This design comes from an exercise in tuning for small area, a short achievable clock period and few clock cycles on the open sky130 flow, not from production work. Function was not checked in any run shown here: the RTL went through the layout flow alone. Power figures rest on the tool's default switching activity, not on a simulated workload.

$ cat config.mk
export PLATFORM = sky130hd
export DESIGN_NAME = cursor_text_buffer_editor_core
export DESIGN_NICKNAME = cursor_text_buffer_editor_core
export VERILOG_FILES = /design/flow/design.v
export SDC_FILE = /design/flow/constraint.sdc
export NUM_CORES = 4
export LEC_CHECK = 0
export CAP_MARGIN = 20
export CORE_MARGIN = 2
export CORE_UTILIZATION = 40
export SLEW_MARGIN = 20
export SYNTH_HIERARCHICAL = 1
$ cat constraint.sdc
create_clock -name core_clock -period 10.0 [get_ports {clk}]
set_input_delay 2.0000 -clock core_clock [delete_from_list [all_inputs] [get_ports {clk}]]
set_output_delay 2.0000 -clock core_clock [all_outputs]
set_load 0.01 [all_outputs]
$ cat design.v
package ctbe_pkg;
    localparam int ACTION_W = 3;
    localparam int COUNT_W  = 8;
    localparam int BYTE_W   = 8;
    localparam int PEEK_W   = 10;
    localparam int CURSOR_W = 11;
    localparam logic [BYTE_W-1:0] SPACE_BYTE = 8'h20;
    typedef enum logic [ACTION_W-1:0] {
        ACT_INSERT  = 3'd0,
        ACT_DELETE  = 3'd1,
        ACT_SWAP    = 3'd2,
        ACT_ADVANCE = 3'd3,
        ACT_BACKUP  = 3'd4,
        ACT_READ    = 3'd5
    } action_t;
    typedef struct packed {
        logic load;
        logic clear_wr;
        logic ins_step;
        logic del_step;
        logic move;
        logic swap_chk;
        logic swap_rd;
        logic swap_wr_lo;
        logic swap_wr_hi;
        logic peek_rd;
        logic finish;
    } cmd_t;
    typedef struct packed {
        logic clear_last;
        logic ins_done;
        logic del_done;
        logic swap_ok;
    } status_t;
endpackage
import ctbe_pkg::*;
module ctbe_ctrl #(
    parameter int RW = 18
) (
    input  logic          clk,
    input  logic          rst_n,
    output logic          in_ready,
    output logic          stall,
    input  logic          push,
    input  logic [RW-1:0] push_data,
    output logic          out_valid,
    input  logic          out_ready,
    output logic [RW-1:0] out_data
);
    logic [RW-1:0] q0, q1;
    logic          q0v, q1v;
    logic          q0v_next, q1v_next;
    logic          dlv;
    logic          in_ready_reg;
    assign dlv = q0v && out_ready;
    always_comb
    begin
        if (dlv)
        begin
            q0v_next = q1v || push;
            q1v_next = q1v && push;
        end
        else
        begin
            q0v_next = q0v || push;
            q1v_next = q1v || (q0v && push);
        end
    end
    always_ff @(posedge clk or negedge rst_n)
    begin
        if (!rst_n)
        begin
            q0v          <= 1'b0;
            q1v          <= 1'b0;
            in_ready_reg <= 1'b0;
        end
        else
        begin
            q0v          <= q0v_next;
            q1v          <= q1v_next;
            in_ready_reg <= !q1v_next;
        end
    end
    always_ff @(posedge clk)
    begin
        if (dlv)
        begin
            q0 <= q1v ? q1 : push_data;
            q1 <= push_data;
        end
        else
        begin
            if (!q0v)
            begin
                q0 <= push_data;
            end
            if (!q1v)
            begin
                q1 <= push_data;
            end
        end
    end
    assign in_ready  = in_ready_reg;
    assign stall     = q1v;
    assign out_valid = q0v;
    assign out_data  = q0;
endmodule
import ctbe_pkg::*;
module ctbe_aoi222 (
    input  logic a0,
    input  logic b0,
    input  logic a1,
    input  logic b1,
    input  logic a2,
    input  logic b2,
    output logic y
);
    assign y = !((a0 && b0) || (a1 && b1) || (a2 && b2));
endmodule
module ctbe_aoi22 (
    input  logic a0,
    input  logic b0,
    input  logic a1,
    input  logic b1,
    output logic y
);
    assign y = !((a0 && b0) || (a1 && b1));
endmodule
module ctbe_nand4 (
    input  logic a,
    input  logic b,
    input  logic c,
    input  logic d,
    output logic y
);
    assign y = !(a && b && c && d);
endmodule
module ctbe_nor2 (
    input  logic a,
    input  logic b,
    output logic y
);
    assign y = !(a || b);
endmodule
module ctbe_nand3 (
    input  logic a,
    input  logic b,
    input  logic c,
    output logic y
);
    assign y = !(a && b && c);
endmodule
module ctbe_rdbit (
    input  logic [127:0] sel,
    input  logic [127:0] d,
    output logic         y_n
);
    logic [42:0] n;      
    logic [10:0] g;      
    logic [5:0]  h;      
    logic [1:0]  k;      
    for (genvar i = 0; i < 42; i++)
    begin : g_aoi
        ctbe_aoi222 u_aoi (
            .a0 (sel[3 * i]),     .b0 (d[3 * i]),
            .a1 (sel[3 * i + 1]), .b1 (d[3 * i + 1]),
            .a2 (sel[3 * i + 2]), .b2 (d[3 * i + 2]),
            .y  (n[i])
        );
    end
    ctbe_aoi22 u_aoi_last (
        .a0 (sel[126]), .b0 (d[126]),
        .a1 (sel[127]), .b1 (d[127]),
        .y  (n[42])
    );
    for (genvar i = 0; i < 10; i++)
    begin : g_l1
        ctbe_nand4 u_g (.a (n[4 * i]), .b (n[4 * i + 1]), .c (n[4 * i + 2]), .d (n[4 * i + 3]),
                        .y (g[i]));
    end
    ctbe_nand3 u_g_last (.a (n[40]), .b (n[41]), .c (n[42]), .y (g[10]));
    for (genvar i = 0; i < 5; i++)
    begin : g_l2
        ctbe_nor2 u_h (.a (g[2 * i]), .b (g[2 * i + 1]), .y (h[i]));
    end
    assign h[5] = !g[10];
    ctbe_nand3 u_k0 (.a (h[0]), .b (h[1]), .c (h[2]), .y (k[0]));
    ctbe_nand3 u_k1 (.a (h[3]), .b (h[4]), .c (h[5]), .y (k[1]));
    ctbe_nor2  u_y  (.a (k[0]), .b (k[1]), .y (y_n));
endmodule
module ctbe_datapath (
    input  logic        clk,
    input  logic [8:0]  lo,
    input  logic [8:0]  hi,
    input  logic [7:0]  wdata_e,
    input  logic [7:0]  wdata_o,
    input  logic [6:0]  raddr_e,
    input  logic [6:0]  raddr_o,
    output logic [7:0]  rdata_e_n,
    output logic [7:0]  rdata_o_n
);
    logic [7:0] mem_e [128];
    logic [7:0] mem_o [128];
    logic [4:0]  lg, hg;
    logic [3:0]  lc, hc;
    logic [15:0] g_full, g_first, g_last;
    logic [15:0] c_first, c_last;
    logic        same_group;
    logic [255:0] wen;
    assign lg = lo[8:4];
    assign lc = lo[3:0];
    assign hg = hi[8:4];
    assign hc = hi[3:0];
    assign same_group = (lg == hg);
    always_comb
    begin
        for (int g = 0; g < 16; g++)
        begin
            g_full[g]  = (lg < 5'(g)) && (5'(g) < hg);
            g_first[g] = (lg == 5'(g));
            g_last[g]  = (hg == 5'(g)) && (lg < 5'(g));
        end
        for (int c = 0; c < 16; c++)
        begin
            c_first[c] = (4'(c) >= lc) && (!same_group || (4'(c) < hc));
            c_last[c]  = (4'(c) < hc);
        end
        for (int i = 0; i < 256; i++)
        begin
            wen[i] = g_full[i / 16] || (g_first[i / 16] && c_first[i % 16]) ||
                     (g_last[i / 16] && c_last[i % 16]);
        end
    end
    always_ff @(posedge clk)
    begin
        for (int j = 0; j < 128; j++)
        begin
            if (wen[2 * j])
            begin
                mem_e[j] <= wdata_e;
            end
            if (wen[2 * j + 1])
            begin
                mem_o[j] <= wdata_o;
            end
        end
    end
    logic [127:0] sel_e, sel_o;
    logic [127:0] col_e [8];
    logic [127:0] col_o [8];
    always_comb
    begin
        for (int j = 0; j < 128; j++)
        begin
            sel_e[j] = (raddr_e == 7'(j));
            sel_o[j] = (raddr_o == 7'(j));
            for (int b = 0; b < 8; b++)
            begin
                col_e[b][j] = mem_e[j][b];
                col_o[b][j] = mem_o[j][b];
            end
        end
    end
    for (genvar b = 0; b < 8; b++)
    begin : g_rd
        ctbe_rdbit u_rd_e (.sel (sel_e), .d (col_e[b]), .y_n (rdata_e_n[b]));
        ctbe_rdbit u_rd_o (.sel (sel_o), .d (col_o[b]), .y_n (rdata_o_n[b]));
    end
endmodule
import ctbe_pkg::*;
module cursor_text_buffer_editor_core #(
    parameter int BUFFER_BYTES = 256
) (
    input  logic                           clk,
    input  logic                           rst_n,
    input  logic                           in_valid,
    output logic                           in_ready,
    input  logic [ctbe_pkg::ACTION_W-1:0]  action,
    input  logic [ctbe_pkg::COUNT_W-1:0]   count,
    input  logic [ctbe_pkg::BYTE_W-1:0]    value,
    input  logic [ctbe_pkg::PEEK_W-1:0]    peek_index,
    output logic                           out_valid,
    input  logic                           out_ready,
    output logic [ctbe_pkg::CURSOR_W-1:0]  cursor,
    output logic [ctbe_pkg::BYTE_W-1:0]    peek_byte,
    output logic                           error
);
    logic stall;
    logic       v0;
    logic       up0, dn0, ins0, del0, swp0, rd0, bad0;
    logic [7:0] c0, x0;
    logic [7:0] p0;
    always_ff @(posedge clk or negedge rst_n)
    begin
        if (!rst_n)
        begin
            v0 <= 1'b0;
        end
        else if (!stall)
        begin
            v0 <= in_valid && in_ready;
        end
    end
    always_ff @(posedge clk)
    begin
        if (!stall)
        begin
            up0  <= (action == ACT_INSERT) || (action == ACT_ADVANCE);
            dn0  <= (action == ACT_DELETE) || (action == ACT_BACKUP);
            ins0 <= (action == ACT_INSERT);
            del0 <= (action == ACT_DELETE);
            swp0 <= (action == ACT_SWAP);
            rd0  <= (action == ACT_READ) && (peek_index[9:8] == 2'b00);
            bad0 <= (action == ACT_READ) && (peek_index[9:8] != 2'b00);
            c0   <= count;
            x0   <= (action == ACT_DELETE) ? SPACE_BYTE : value;
            p0   <= peek_index[7:0];
        end
    end
    logic [8:0] cur_reg, cur_next;
    logic [6:0] ch1_reg;             
    logic [9:0] sum, dif;
    logic       up_clip, dn_clip, swap_ok;
    logic [8:0] up_val, dn_val;
    logic       err;
    logic [8:0] lo_next, hi_next;
    assign sum     = {1'b0, cur_reg} + {2'b0, c0};
    assign dif     = {1'b0, cur_reg} - {2'b0, c0};
    assign up_clip = sum[9] || (sum[8] && (sum[7:0] != '0));
    assign dn_clip = dif[9];
    assign up_val  = up_clip ? 9'd256 : sum[8:0];
    assign dn_val  = dn_clip ? 9'd0 : dif[8:0];
    assign swap_ok = !(cur_reg[8] || (cur_reg[7:0] == 8'hff));
    always_comb
    begin
        cur_next = cur_reg;
        err      = bad0;
        if (up0)
        begin
            cur_next = up_val;
            err      = up_clip;
        end
        else if (dn0)
        begin
            cur_next = dn_val;
            err      = dn_clip;
        end
        else if (swp0)
        begin
            cur_next = swap_ok ? cur_reg + 9'd1 : cur_reg;
            err      = !swap_ok;
        end
        if (!v0)
        begin
            cur_next = cur_reg;
        end
    end
    always_comb
    begin
        lo_next = 9'd256;
        hi_next = 9'd0;
        if (v0 && ins0)
        begin
            lo_next = cur_reg;
            hi_next = up_val;
        end
        else if (v0 && del0)
        begin
            lo_next = dn_val;
            hi_next = cur_reg;
        end
        else if (v0 && swp0 && swap_ok)
        begin
            lo_next = cur_reg;
            hi_next = cur_reg + 9'd2;
        end
    end
    logic       v1, rd1, par1, err1;
    logic [8:0] lo1, hi1, res1;
    logic [7:0] x1;
    logic [6:0] ra_e1, ra_o1;
    logic [6:0] ra_e_next, ra_o_next;
    logic       fe_next, fo_next;
    logic       e_mo1, e_me1, e_wo1, e_we1, o_me1, o_mo1, o_we1, o_wo1, x_1;
    assign ra_e_next = swp0 ? ch1_reg : p0[7:1];
    assign ra_o_next = swp0 ? cur_reg[7:1] : p0[7:1];
    assign fe_next   = ({1'b0, ra_e_next, 1'b0} >= lo1) && ({1'b0, ra_e_next, 1'b0} < hi1);
    assign fo_next   = ({1'b0, ra_o_next, 1'b1} >= lo1) && ({1'b0, ra_o_next, 1'b1} < hi1);
    always_ff @(posedge clk or negedge rst_n)
    begin
        if (!rst_n)
        begin
            cur_reg <= '0;
            ch1_reg <= '0;
            v1      <= 1'b0;
            lo1     <= 9'd256;
            hi1     <= 9'd0;
        end
        else if (!stall)
        begin
            cur_reg <= cur_next;
            ch1_reg <= 7'((cur_next + 9'd1) >> 1);
            v1      <= v0;
            lo1     <= lo_next;
            hi1     <= hi_next;
        end
    end
    always_ff @(posedge clk)
    begin
        if (!stall)
        begin
            rd1   <= rd0;
            par1  <= p0[0];
            err1  <= err;
            res1  <= cur_next;
            x1    <= x0;
            ra_e1 <= ra_e_next;
            ra_o1 <= ra_o_next;
            e_mo1 <= swp0 && !fo_next;
            e_wo1 <= swp0 && fo_next;
            e_me1 <= rd0 && !fe_next;
            e_we1 <= rd0 && fe_next;
            o_me1 <= swp0 && !fe_next;
            o_we1 <= swp0 && fe_next;
            o_mo1 <= rd0 && !fo_next;
            o_wo1 <= rd0 && fo_next;
            x_1   <= !swp0 && !rd0;
        end
    end
    logic       v2, rd2, par2, err2;
    logic [8:0] lo2, hi2, res2;
    logic [7:0] we2, wo2;
    logic [7:0] mem_e_n, mem_o_n, mem_e, mem_o;
    ctbe_datapath u_datapath (
        .clk       (clk),
        .lo        (lo2),
        .hi        (hi2),
        .wdata_e   (we2),
        .wdata_o   (wo2),
        .raddr_e   (ra_e1),
        .raddr_o   (ra_o1),
        .rdata_e_n (mem_e_n),
        .rdata_o_n (mem_o_n)
    );
    assign mem_e = ~mem_e_n;
    assign mem_o = ~mem_o_n;
    always_ff @(posedge clk or negedge rst_n)
    begin
        if (!rst_n)
        begin
            v2  <= 1'b0;
            lo2 <= 9'd0;
            hi2 <= 9'd256;
            we2 <= 8'h00;
            wo2 <= 8'h00;
        end
        else if (!stall)
        begin
            v2  <= v1;
            lo2 <= lo1;
            hi2 <= hi1;
            we2 <= ({8{e_mo1}} & mem_o) | ({8{e_me1}} & mem_e) | ({8{e_wo1}} & wo2) |
                   ({8{e_we1}} & we2) | ({8{x_1}} & x1);
            wo2 <= ({8{o_me1}} & mem_e) | ({8{o_mo1}} & mem_o) | ({8{o_we1}} & we2) |
                   ({8{o_wo1}} & wo2) | ({8{x_1}} & x1);
        end
    end
    always_ff @(posedge clk)
    begin
        if (!stall)
        begin
            rd2  <= rd1;
            par2 <= par1;
            err2 <= err1;
            res2 <= res1;
        end
    end
    logic [17:0] res_q;
    ctbe_ctrl #(
        .RW (18)
    ) u_ctrl (
        .clk       (clk),
        .rst_n     (rst_n),
        .in_ready  (in_ready),
        .stall     (stall),
        .push      (v2 && !stall),
        .push_data ({res2, (rd2 ? (par2 ? wo2 : we2) : 8'h00), err2}),
        .out_valid (out_valid),
        .out_ready (out_ready),
        .out_data  (res_q)
    );
    assign cursor    = {2'b00, res_q[17:9]};
    assign peek_byte = res_q[8:1];
    assign error     = res_q[0];
endmodule
$ cat run.sh
#!/bin/bash
# synth_recipe.tcl (not shown) runs the flow's synth.tcl, then flattens the netlist and writes it again
# the make line also repeats each setting of config.mk as NAME=value (left out here)
make -C /OpenROAD-flow-scripts/flow DESIGN_CONFIG=/design/flow/config.mk WORK_HOME=/design/flow/orfs CLKGATE_MAP_FILE= SYNTH_SCRIPT=/design/flow/synth_recipe.tcl finish
==> impl_metrics.json, run 1 <==
{
  "status": "complete, no violations",
  "rr_startpoint": "cur_reg[1]",
  "postCtsSetupBuffers": 0,
  "cts_tree": "done",
  "p_leak_nw": 30.1,
  "setup_ws_ns": 5.38,
  "synth_edf_count": 2152,
  "grt_antenna_before_repair": 5,
  "multi_input_area_um2": 17600,
  "grt-ovfl-total": 0,
  "setup-tns-final_ns": 0,
  "nets": 5108,
  "reg2reg_slack_ns": 5.38,
  "crit_type": "flop to flop",
  "place_hpwl_um": 156000,
  "place_congestion": 0.920,
  "ir_worst_vdd_mv": 0.254,
  "finClkSkew_ns": 0.0339,
  "post_cts_resized": 0,
  "viasPerCell": 6.57,
  "holdPathEnd": "x1[6]",
  "tightest_slew_ns": 1.22,
  "drive_gt1_frac": 0.111,
  "first_iter_violations": 11000,
  "fin_crit_sh": 0.462,
  "initial_core_util": 0.402,
  "synth-seq-cells": 2244,
  "chipWidth_um": 466,
  "cts-buffers-inserted": 211,
  "clk-insertion-delay-late_ns": 0.88,
  "first_global_vias": 50100,
  "crit_chain": "inv_1 > fa_1 > o21bai_2 > a21oi_1 > xnor2_1 > nand3_1 > o41a_1 > o41ai_1 > nand3_1 > or4_1 > nand3_1",
  "hold_viol_final": 0,
  "hold_depth": 0,
  "grt_max_degree": 95,
  "crit_path_end_kind": "flop",
  "routed_wl_um": 255000,
  "crit_required_ns": 10.80,
  "synth.distinct_cells": 108,
  "fill_cells": 17900,
  "die_height_um": 466,
  "regArea_um2": 66900,
  "yosys-top-cells-area": "edfxtp_1 (76%), a222oi_1 (7.9%), dfrtp_1 (2.1%)",
  "dieArea_um2": 217000,
  "synth.cell_area_um2": 85300,
  "yosysWarnings": 17,
  "start_kind": "flop",
  "synth_ff_type": "edfxtp_1",
  "drv_cap": 0,
  "vias": 52800,
  "fmax_mhz": 216,
  "ff2ff_path_depth": 11,
  "clock_sinks": 2244,
  "relSlewSlack": 0.189,
  "top_regs": "u_datapath.mem_e x1024, u_datapath.mem_o x1024",
  "grt_pass1_wl_um": 360000,
  "cts_hold_buf": 0,
  "yosys.area.top_type": "edfxtp_1",
  "cts_max_path_buffers": 3,
  "syn_to_final_growth_pct": 13.1,
  "cpMostUsedCell": "nand3_1",
  "cp_top_family": "compound AO/OA/AOI/OAI gates",
  "setup_violations": 0,
  "critPathSlowestCell": "o41ai_1",
  "yosys.area.top_type_share": 0.757,
  "cts-root-buf": "clkbuf_16",
  "cp_max_fo": 11,
  "async_flop_share": 0.0330,
  "period_needed_ns": 4.62,
  "row_count": 169,
  "path_clk_slew_ns": 0.07,
  "power_density_nw_per_um2": 338,
  "wire_per_inst_um": 31.7,
  "slew_violations": 0,
  "htreeDepth": 4,
  "syn_inst": 4834,
  "min_from": "x0[6]",
  "io_buffers": 52,
  "dp_slack_ns": 5.51,
  "slowest_delay_ns": 0.95,
  "ios": 55,
  "track_usage": 0.228,
  "worst_r2r_endpoint": "ch1_reg[4]",
  "synth_area_per_cell_um2": 17.7,
  "drc": 0,
  "finalPower_w": 0.0327,
  "rsz0062_at_grt": "no",
  "hold_class": "flop to flop",
  "critPathArrivalTime_ns": 5.42,
  "core_um2": 212000,
  "path_buf_inv": 1,
  "ys_seq_area_frac": 0.783,
  "detail-route-antenna-nets": 0,
  "drtPass1Iterations": 10,
  "hold_ws_ns": 0.409
}
[per-module statistics from Yosys, one instance, submodules excluded, excerpt]
module	times used	cells	cell area, µm²
ctbe_aoi22	16	1	12.5
ctbe_aoi222	672	1	10.0
ctbe_datapath	1	2935	66700
ctbe_nand3	48	1	5.00
ctbe_nand4	160	1	6.26
ctbe_nor2	96	1	3.75
ctbe_rdbit	16	1	3.75
cursor_text_buffer_editor_core	1	805	8520
[layout make-up]
cell class              instances  area share
multi-input cells            2343       0.182
clock buffers                 259      0.0576
flip-flops and latches       2244       0.693
clock inverters               136      0.0139
inverters                      66     0.00259
well taps                    2821      0.0366
repair buffers                161      0.0142
diodes                          4    0.000104
[per-stage QoR]
stage               std cells   util  instance area [µm²]
floorplan                4835      -                85300
global placement         7628  0.422                89500
detailed placement       7630  0.422                89500
CTS                      8025  0.455                96400
global route             8030  0.455                96500
finish                   8034  0.455                96500
[report_power, final]
group | leakage [nW] | total, W | internal (W) | switching [W]
sequential | 20.6 | 0.0168 | 0.0151 | 0.00172
combinational | 6.11 | 0.00778 | 0.00163 | 0.00615
clock | 3.38 | 0.00805 | 0.00459 | 0.00346
total | 30.1 | 0.0327 | 0.0213 | 0.0113
[worst max-delay path by stage]
stage,startpoint,to,slack [ns],cells after the start
3_5_place_dp,cur_reg[1],ch1_reg[6],5.51,11
2_1_floorplan,cur_reg[1],ch1_reg[6],6.69,11
3_3_place_gp,cur_reg[1],ch1_reg[4],5.47,11
5_1_grt,cur_reg[1],ch1_reg[4],5.15,11
6_report,cur_reg[1],ch1_reg[4],5.38,11
4_1_cts,cur_reg[1],ch1_reg[4],5.50,11
[logic make-up (layout without fill, tap and decap cells)]
| kind of cell | after synthesis | after routing | share of synthesized area |
|---|---|---|---|
| AOI/OAI and AO/OA | 1215 | 1215 | 0.130 |
| xor gates and xnor gates | 26 | 26 | 0.00267 |
| adders and majority gates | 48 | 48 | 0.00721 |
| buffers and inverters | 248 | 622 | 0.0129 |
| DFF | 2244 | 2244 | 0.783 |
| muxes | 58 | 58 | 0.00792 |
| other | 1 | 6 | 0.0000439 |
| and+or+nand+nor | 994 | 994 | 0.0559 |
[synthesized netlist by cell type, types with 12 or more instances]
library cell  count
a21oi_1          40
nand3_1         101
nand2b_1         20
dfrtp_1          72
o221ai_2         18
mux2i_1          12
a22oi_2          16
o21ai_1          18
nor3_1           16
a221oi_1         13
nand4_1         171
nor2_1          421
o22a_1           16
ha_1             46
buf_2            31
clkbuf_1        125
mux2_2           36
o21ai_0          86
xnor2_1          16
dfxtp_1          18
a222oi_1        672
nor2b_1          40
o21a_1           23
o221ai_1        190
inv_1            64
nand2_1         141
edfxtp_1       2152
[cell usage in the layout (no fill, tap or decap), types with 10 or more instances in the layout]
cell	count
a21oi_1	39
clkbuf_1	41
a21o_1	10
clkinv_1	59
nor2_1	419
clkbuf_16	214
o221ai_2	24
dfrtp_4	17
nand3_1	101
o21ai_0	78
nor2b_1	40
inv_1	63
o22a_1	16
bufinv_16	25
nand2_1	141
dfrtp_1	55
xor2_1	10
or2_2	10
nor3_1	15
clkdlybuf4s50_1	51
mux2i_1	12
a221oi_1	13
ha_1	46
inv_6	12
o21ai_1	24
a22oi_2	16
a222oi_1	672
o221ai_1	184
nand4_1	171
clkinv_2	33
nand2b_1	19
mux2_4	10
edfxtp_1	2152
mux2_2	36
buf_4	104
xnor2_1	16
o21a_1	23
dfxtp_1	18
[routing by layer]
| metal | up-vias | global-route usage | share of wire |
|---|---|---|---|
| met4 | 6 | 0.0855 | 0.039 |
| met2 | 3712 | 0.348 | 0.46 |
| met1 | 26900 | 0.317 | 0.39 |
| met5 | - | 0.00198 | 0.00031 |
| li1 | 21600 | - | - |
| met3 | 560 | 0.0541 | 0.12 |
==> run 2, diff against run 1 <==
--- a/design.v
+++ b/design.v
@@ -118,74 +118,21 @@
     assign y = !((a0 && b0) || (a1 && b1) || (a2 && b2));
 endmodule
-module ctbe_aoi22 (
-    input  logic a0,
-    input  logic b0,
-    input  logic a1,
-    input  logic b1,
-    output logic y
-);
-    assign y = !((a0 && b0) || (a1 && b1));
-endmodule
-module ctbe_nand4 (
-    input  logic a,
-    input  logic b,
-    input  logic c,
-    input  logic d,
-    output logic y
-);
-    assign y = !(a && b && c && d);
-endmodule
-module ctbe_nor2 (
-    input  logic a,
-    input  logic b,
-    output logic y
-);
-    assign y = !(a || b);
-endmodule
-module ctbe_nand3 (
-    input  logic a,
-    input  logic b,
-    input  logic c,
-    output logic y
-);
-    assign y = !(a && b && c);
-endmodule
 module ctbe_rdbit (
     input  logic [127:0] sel,
     input  logic [127:0] d,
-    output logic         y_n
+    output logic         y
 );
-    logic [42:0] n;      
-    logic [10:0] g;      
-    logic [5:0]  h;      
-    logic [1:0]  k;      
-    for (genvar i = 0; i < 42; i++)
+    logic [42:0] n;
+    for (genvar k = 0; k < 42; k++)
     begin : g_aoi
         ctbe_aoi222 u_aoi (
-            .a0 (sel[3 * i]),     .b0 (d[3 * i]),
-            .a1 (sel[3 * i + 1]), .b1 (d[3 * i + 1]),
-            .a2 (sel[3 * i + 2]), .b2 (d[3 * i + 2]),
-            .y  (n[i])
+            .a0 (sel[3 * k]),     .b0 (d[3 * k]),
+            .a1 (sel[3 * k + 1]), .b1 (d[3 * k + 1]),
+            .a2 (sel[3 * k + 2]), .b2 (d[3 * k + 2]),
+            .y  (n[k])
         );
     end
-    ctbe_aoi22 u_aoi_last (
-        .a0 (sel[126]), .b0 (d[126]),
-        .a1 (sel[127]), .b1 (d[127]),
-        .y  (n[42])
-    );
-    for (genvar i = 0; i < 10; i++)
-    begin : g_l1
-        ctbe_nand4 u_g (.a (n[4 * i]), .b (n[4 * i + 1]), .c (n[4 * i + 2]), .d (n[4 * i + 3]),
-                        .y (g[i]));
-    end
-    ctbe_nand3 u_g_last (.a (n[40]), .b (n[41]), .c (n[42]), .y (g[10]));
-    for (genvar i = 0; i < 5; i++)
-    begin : g_l2
-        ctbe_nor2 u_h (.a (g[2 * i]), .b (g[2 * i + 1]), .y (h[i]));
-    end
-    assign h[5] = !g[10];
-    ctbe_nand3 u_k0 (.a (h[0]), .b (h[1]), .c (h[2]), .y (k[0]));
-    ctbe_nand3 u_k1 (.a (h[3]), .b (h[4]), .c (h[5]), .y (k[1]));
-    ctbe_nor2  u_y  (.a (k[0]), .b (k[1]), .y (y_n));
+    assign n[42] = !((sel[126] && d[126]) || (sel[127] && d[127]));
+    assign y     = !(&n);
 endmodule
 module ctbe_datapath (
@@ -197,6 +144,6 @@
     input  logic [6:0]  raddr_e,
     input  logic [6:0]  raddr_o,
-    output logic [7:0]  rdata_e_n,
-    output logic [7:0]  rdata_o_n
+    output logic [7:0]  rdata_e,
+    output logic [7:0]  rdata_o
 );
     logic [7:0] mem_e [128];
@@ -264,6 +211,6 @@
     for (genvar b = 0; b < 8; b++)
     begin : g_rd
-        ctbe_rdbit u_rd_e (.sel (sel_e), .d (col_e[b]), .y_n (rdata_e_n[b]));
-        ctbe_rdbit u_rd_o (.sel (sel_o), .d (col_o[b]), .y_n (rdata_o_n[b]));
+        ctbe_rdbit u_rd_e (.sel (sel_e), .d (col_e[b]), .y (rdata_e[b]));
+        ctbe_rdbit u_rd_o (.sel (sel_o), .d (col_o[b]), .y (rdata_o[b]));
     end
 endmodule
@@ -376,15 +323,8 @@
         end
     end
-    logic       v1, rd1, par1, err1;
+    logic       v1, swp1, rd1, par1, err1;
     logic [8:0] lo1, hi1, res1;
     logic [7:0] x1;
     logic [6:0] ra_e1, ra_o1;
-    logic [6:0] ra_e_next, ra_o_next;
-    logic       fe_next, fo_next;
-    logic       e_mo1, e_me1, e_wo1, e_we1, o_me1, o_mo1, o_we1, o_wo1, x_1;
-    assign ra_e_next = swp0 ? ch1_reg : p0[7:1];
-    assign ra_o_next = swp0 ? cur_reg[7:1] : p0[7:1];
-    assign fe_next   = ({1'b0, ra_e_next, 1'b0} >= lo1) && ({1'b0, ra_e_next, 1'b0} < hi1);
-    assign fo_next   = ({1'b0, ra_o_next, 1'b1} >= lo1) && ({1'b0, ra_o_next, 1'b1} < hi1);
     always_ff @(posedge clk or negedge rst_n)
     begin
@@ -410,4 +350,5 @@
         if (!stall)
         begin
+            swp1  <= swp0;
             rd1   <= rd0;
             par1  <= p0[0];
@@ -415,34 +356,31 @@
             res1  <= cur_next;
             x1    <= x0;
-            ra_e1 <= ra_e_next;
-            ra_o1 <= ra_o_next;
-            e_mo1 <= swp0 && !fo_next;
-            e_wo1 <= swp0 && fo_next;
-            e_me1 <= rd0 && !fe_next;
-            e_we1 <= rd0 && fe_next;
-            o_me1 <= swp0 && !fe_next;
-            o_we1 <= swp0 && fe_next;
-            o_mo1 <= rd0 && !fo_next;
-            o_wo1 <= rd0 && fo_next;
-            x_1   <= !swp0 && !rd0;
+            ra_e1 <= swp0 ? ch1_reg : p0[7:1];
+            ra_o1 <= swp0 ? cur_reg[7:1] : p0[7:1];
         end
     end
-    logic       v2, rd2, par2, err2;
+    logic       v2, rd2, err2;
     logic [8:0] lo2, hi2, res2;
     logic [7:0] we2, wo2;
-    logic [7:0] mem_e_n, mem_o_n, mem_e, mem_o;
+    logic [7:0] mem_e, mem_o, rd_e, rd_o;
+    logic [8:0] eb, ob;
+    logic       fwd_e, fwd_o;
     ctbe_datapath u_datapath (
-        .clk       (clk),
-        .lo        (lo2),
-        .hi        (hi2),
-        .wdata_e   (we2),
-        .wdata_o   (wo2),
-        .raddr_e   (ra_e1),
-        .raddr_o   (ra_o1),
-        .rdata_e_n (mem_e_n),
-        .rdata_o_n (mem_o_n)
+        .clk     (clk),
+        .lo      (lo2),
+        .hi      (hi2),
+        .wdata_e (we2),
+        .wdata_o (wo2),
+        .raddr_e (ra_e1),
+        .raddr_o (ra_o1),
+        .rdata_e (mem_e),
+        .rdata_o (mem_o)
     );
-    assign mem_e = ~mem_e_n;
-    assign mem_o = ~mem_o_n;
+    assign eb    = {1'b0, ra_e1, 1'b0};
+    assign ob    = {1'b0, ra_o1, 1'b1};
+    assign fwd_e = (eb >= lo2) && (eb < hi2);
+    assign fwd_o = (ob >= lo2) && (ob < hi2);
+    assign rd_e  = fwd_e ? we2 : mem_e;
+    assign rd_o  = fwd_o ? wo2 : mem_o;
     always_ff @(posedge clk or negedge rst_n)
     begin
@@ -460,8 +398,19 @@
             lo2 <= lo1;
             hi2 <= hi1;
-            we2 <= ({8{e_mo1}} & mem_o) | ({8{e_me1}} & mem_e) | ({8{e_wo1}} & wo2) |
-                   ({8{e_we1}} & we2) | ({8{x_1}} & x1);
-            wo2 <= ({8{o_me1}} & mem_e) | ({8{o_mo1}} & mem_o) | ({8{o_we1}} & we2) |
-                   ({8{o_wo1}} & wo2) | ({8{x_1}} & x1);
+            if (swp1)
+            begin
+                we2 <= rd_o;
+                wo2 <= rd_e;
+            end
+            else if (rd1)
+            begin
+                we2 <= par1 ? rd_o : rd_e;
+                wo2 <= x1;
+            end
+            else
+            begin
+                we2 <= x1;
+                wo2 <= x1;
+            end
         end
     end
@@ -471,5 +420,4 @@
         begin
             rd2  <= rd1;
-            par2 <= par1;
             err2 <= err1;
             res2 <= res1;
@@ -485,5 +433,5 @@
         .stall     (stall),
         .push      (v2 && !stall),
-        .push_data ({res2, (rd2 ? (par2 ? wo2 : we2) : 8'h00), err2}),
+        .push_data ({res2, (rd2 ? we2 : 8'h00), err2}),
         .out_valid (out_valid),
         .out_ready (out_ready),
==> run 2 against run 1 <==
- still clean
- combinational power rose by 18%
- synthesized cell count fell by 2.3%
- clock skew fell by 0.0070 ns
- routed wire length rose by 2.1%
- critical path depth fell by 1
- cell count fell by 1.7%
- synthesized area fell by 0.50%
- core utilization fell by 0.17 points
- sequential share of layout area rose by 0.19 points
- hold slack improved by 0.014 ns
- non-clock buffer count fell by 27
- global-route usage rose by 0.50 points
- critical path type unchanged
- highest routed layer is now met4
==> impl_metrics.json, run 2 <==
{
  "status": "complete, no violations",
  "cts_hold_buf": 0,
  "row_count": 169,
  "core_um2": 211000,
  "p_leak_nw": 30.4,
  "track_usage": 0.233,
  "die_height_um": 465,
  "crit_path_end_kind": "flop",
  "switching_share": 0.358,
  "hold_class": "flop to flop",
  "min_from": "res1[3]",
  "layout_commonest_cell": "edfxtp_1",
  "io_buffers": 52,
  "critPathArrivalTime_ns": 6.03,
  "yosys.area.top_type_share": 0.758,
  "rr_startpoint": "ra_e1[2]",
  "p_comb_frac": 0.254,
  "place_hpwl_um": 163000,
  "hold_viol_final": 0,
  "clk-insertion-delay-late_ns": 0.86,
  "crit_required_ns": 10.75,
  "ir_worst_vdd_mv": 0.279,
  "grt_max_degree": 98,
  "drc": 0,
  "slew_violations": 0,
  "crit_type": "flop to flop",
  "design_area_um2": 95900,
  "grt_pass1_wl_um": 366000,
  "grt_antenna_before_repair": 4,
  "yosysWarnings": 17,
  "finalPower_w": 0.0362,
  "finalNonFillerCells": 7896,
  "drive_gt1_frac": 0.110,
  "cp_max_fo": 9,
  "worst_r2r_endpoint": "wo2[7]",
  "finClkSkew_ns": 0.0269,
  "async_flop_share": 0.0331,
  "detail-route-antenna-nets": 0,
  "wire_per_inst_um": 32.9,
  "switchingPower_w": 0.0130,
  "cts_max_path_buffers": 3,
  "synth_area_per_cell_um2": 18.0,
  "viasPerCell": 6.66,
  "fin_crit_sh": 0.527,
  "start_kind": "flop",
  "ys_seq_area_frac": 0.784,
  "synth_edf_count": 2143,
  "chipWidth_um": 465,
  "hold_depth": 0,
  "period_needed_ns": 5.27,
  "relSlewSlack": 0.158,
  "drv_cap": 0,
  "postCtsSetupBuffers": 0,
  "syn_to_final_growth_pct": 12.9,
  "pwr-share-clk": 0.222,
  "drtPass1Iterations": 14,
  "holdPathEnd": "res2[3]",
  "path_clk_slew_ns": 0.07,
  "top_regs": "u_datapath.mem_e x1024, u_datapath.mem_o x1024",
  "placed_cells": 7493,
  "setup-tns-final_ns": 0,
  "fmax_mhz": 190,
  "yosys-top-cells-area": "edfxtp_1 (76%), a222oi_1 (7.9%), o221ai_1 (2.3%)",
  "synth.distinct_cells": 107,
  "rsz0062_at_grt": "no",
  "nets": 4973,
  "power_density_nw_per_um2": 378,
  "routed_wl_um": 260000,
  "synth-seq-cells": 2235,
  "synth_ff_type": "edfxtp_1",
  "clock_sinks": 2235,
  "setup_violations": 0,
  "power.internal_w": 0.0233,
  "initial_core_util": 0.402,
  "cts-root-buf": "clkbuf_16",
  "final_cell_mix": "edfxtp_1 (2143), a222oi_1 (672), nor2_1 (360)",
  "synth.cell_area_um2": 84900,
  "grt-ovfl-total": 0,
  "ios": 55,
  "ff2ff_path_depth": 10,
  "tightest_slew_ns": 1.26,
  "cts-buffers-inserted": 210,
  "ys_top_cells_by_count": "edfxtp_1 (2143), a222oi_1 (672), nor2_1 (361)",
  "first_iter_violations": 10900,
  "yosys.area.top_type": "edfxtp_1",
  "post_cts_resized": 0,
  "yosysMostFrequentCell": "edfxtp_1",
  "vias": 52600,
  "cts_tree": "done",
  "htreeDepth": 4,
  "placed_area_um2": 88800,
  "syn_inst": 4724,
  "p_seq_frac": 0.523,
  "first_global_vias": 49700,
  "reg2reg_slack_ns": 4.73,
  "place_congestion": 0.930,
  "dieArea_um2": 216000
}
-- run 2: cell types whose count changed after synthesis, sizes merged, moves of 23 or more --
cell	before	now
nand3	103	58
nor4	10	39
nor2	422	364
clkbuf	128	105
o21ai	111	84
-- run 2: layout make-up --
class / instances / area, µm²
well taps: 2821 / 3530
diodes: 2 / 5.00
multi-input cells: 2259 / 17400
inverters: 52 / 198
repair buffers: 134 / 1150
clock buffers: 275 / 5610
flip-flops and latches: 2235 / 66600
fillers: 18100 / 116000
clock inverters: 118 / 1290
-- run 2: how the worst max path moves through the flow --
stage / start / cells after the start / endpoint / slack [ns]
after floorplan: u_ctrl.q1v / 5 / hi1[0] / 6.20
after global placement: ra_o1[2] / 10 / we2[3] / 5.15
after detailed placement: ra_e1[2] / 10 / wo2[3] / 5.09
after CTS: ra_e1[2] / 10 / wo2[3] / 5.11
after global routing: ra_e1[2] / 10 / wo2[3] / 4.81
final: ra_e1[2] / 10 / wo2[7] / 4.73
-- run 2: per-layer routing --
| metal | vias up | global-route usage | part of all wire |
|---|---|---|---|
| li1 | 21300 | - | - |
| met2 | 3966 | 0.343 | 0.44 |
| met1 | 26800 | 0.334 | 0.40 |
| met4 | 0 | 0.0883 | 0.041 |
| met5 | - | 0 | 0 |
| met3 | 595 | 0.0552 | 0.12 |
-- run 2: power groups by stage --
stage	Sequential, W	Combinational [W]	Clock (W)
after floorplan	0.0184	0.00475	0
after global placement	0.0190	0.00875	0
after detailed placement	0.0191	0.00889	0
after CTS	0.0189	0.00890	0.00814
after global routing	0.0193	0.00953	0.00849
final	0.0190	0.00921	0.00805
-- run 2: cells by family after synthesis --
family | after synthesis | synth area share
compound gates | 1181 | 0.129
xor+xnor | 32 | 0.00357
fa+ha+maj | 48 | 0.00725
buf+inv | 231 | 0.0125
flops | 2235 | 0.784
mux | 78 | 0.0107
other cells | 1 | 0.0000442
simple gates | 918 | 0.0533
-- run 2: modules after synthesis, one instance, submodules excluded, excerpt --
module	cell area [µm²]	copies in the design
ctbe_aoi222	10.0	672
ctbe_rdbit	97.6	16
cursor_text_buffer_editor_core	8290	1
ctbe_datapath	66800	1
-- run 2: stage by stage --
step                      hold slack [ns]   util  setup WS [ns]
after global placement              0.401  0.420           5.15
final                               0.424  0.453           4.73
after floorplan                     0.400      -           6.20
after global routing                0.440  0.453           4.81
after CTS                           0.429  0.453           5.11
after detailed placement            0.405  0.420           5.09
-- run 2: worst max-delay path, cell delays in order, from the launching register on --
cell,delay (ns)
edfxtp_1,0.52
nor2b_1,0.24
nand3_1,0.77
nor2_1,0.40
a222oi_1,1.04
nand4_1,0.39
nor4_1,0.85
nand4_1,0.30
mux2i_1,0.33
a211oi_1,0.12
a21o_1,0.19

[what the ideal ports hide]
How much do the figures lean on ideal ports? The routed layouts below were timed once more, with nothing changed but the port constraints.
Step 1 sets driving cells, clkbuf_16 on the clock port and buf_2 on the other inputs (assumed; they add their load-dependent delay and slew).
Step 2, shift: input delay + t, output delay - t, t = (earliest + latest rising clock arrival at the registers) / 2. This alone moves slack from input paths to output paths.
Three values: ideal, step 1, step 2; two values: the first two.
run	t (ns)	setup slack, ns	worst setup path after step 2
run 1	0.949	5.381 / 5.381 / 5.381	register to register
run 2	0.935	4.729 / 4.729 / 4.729	register to register
After both steps every run listed still meets setup and hold.
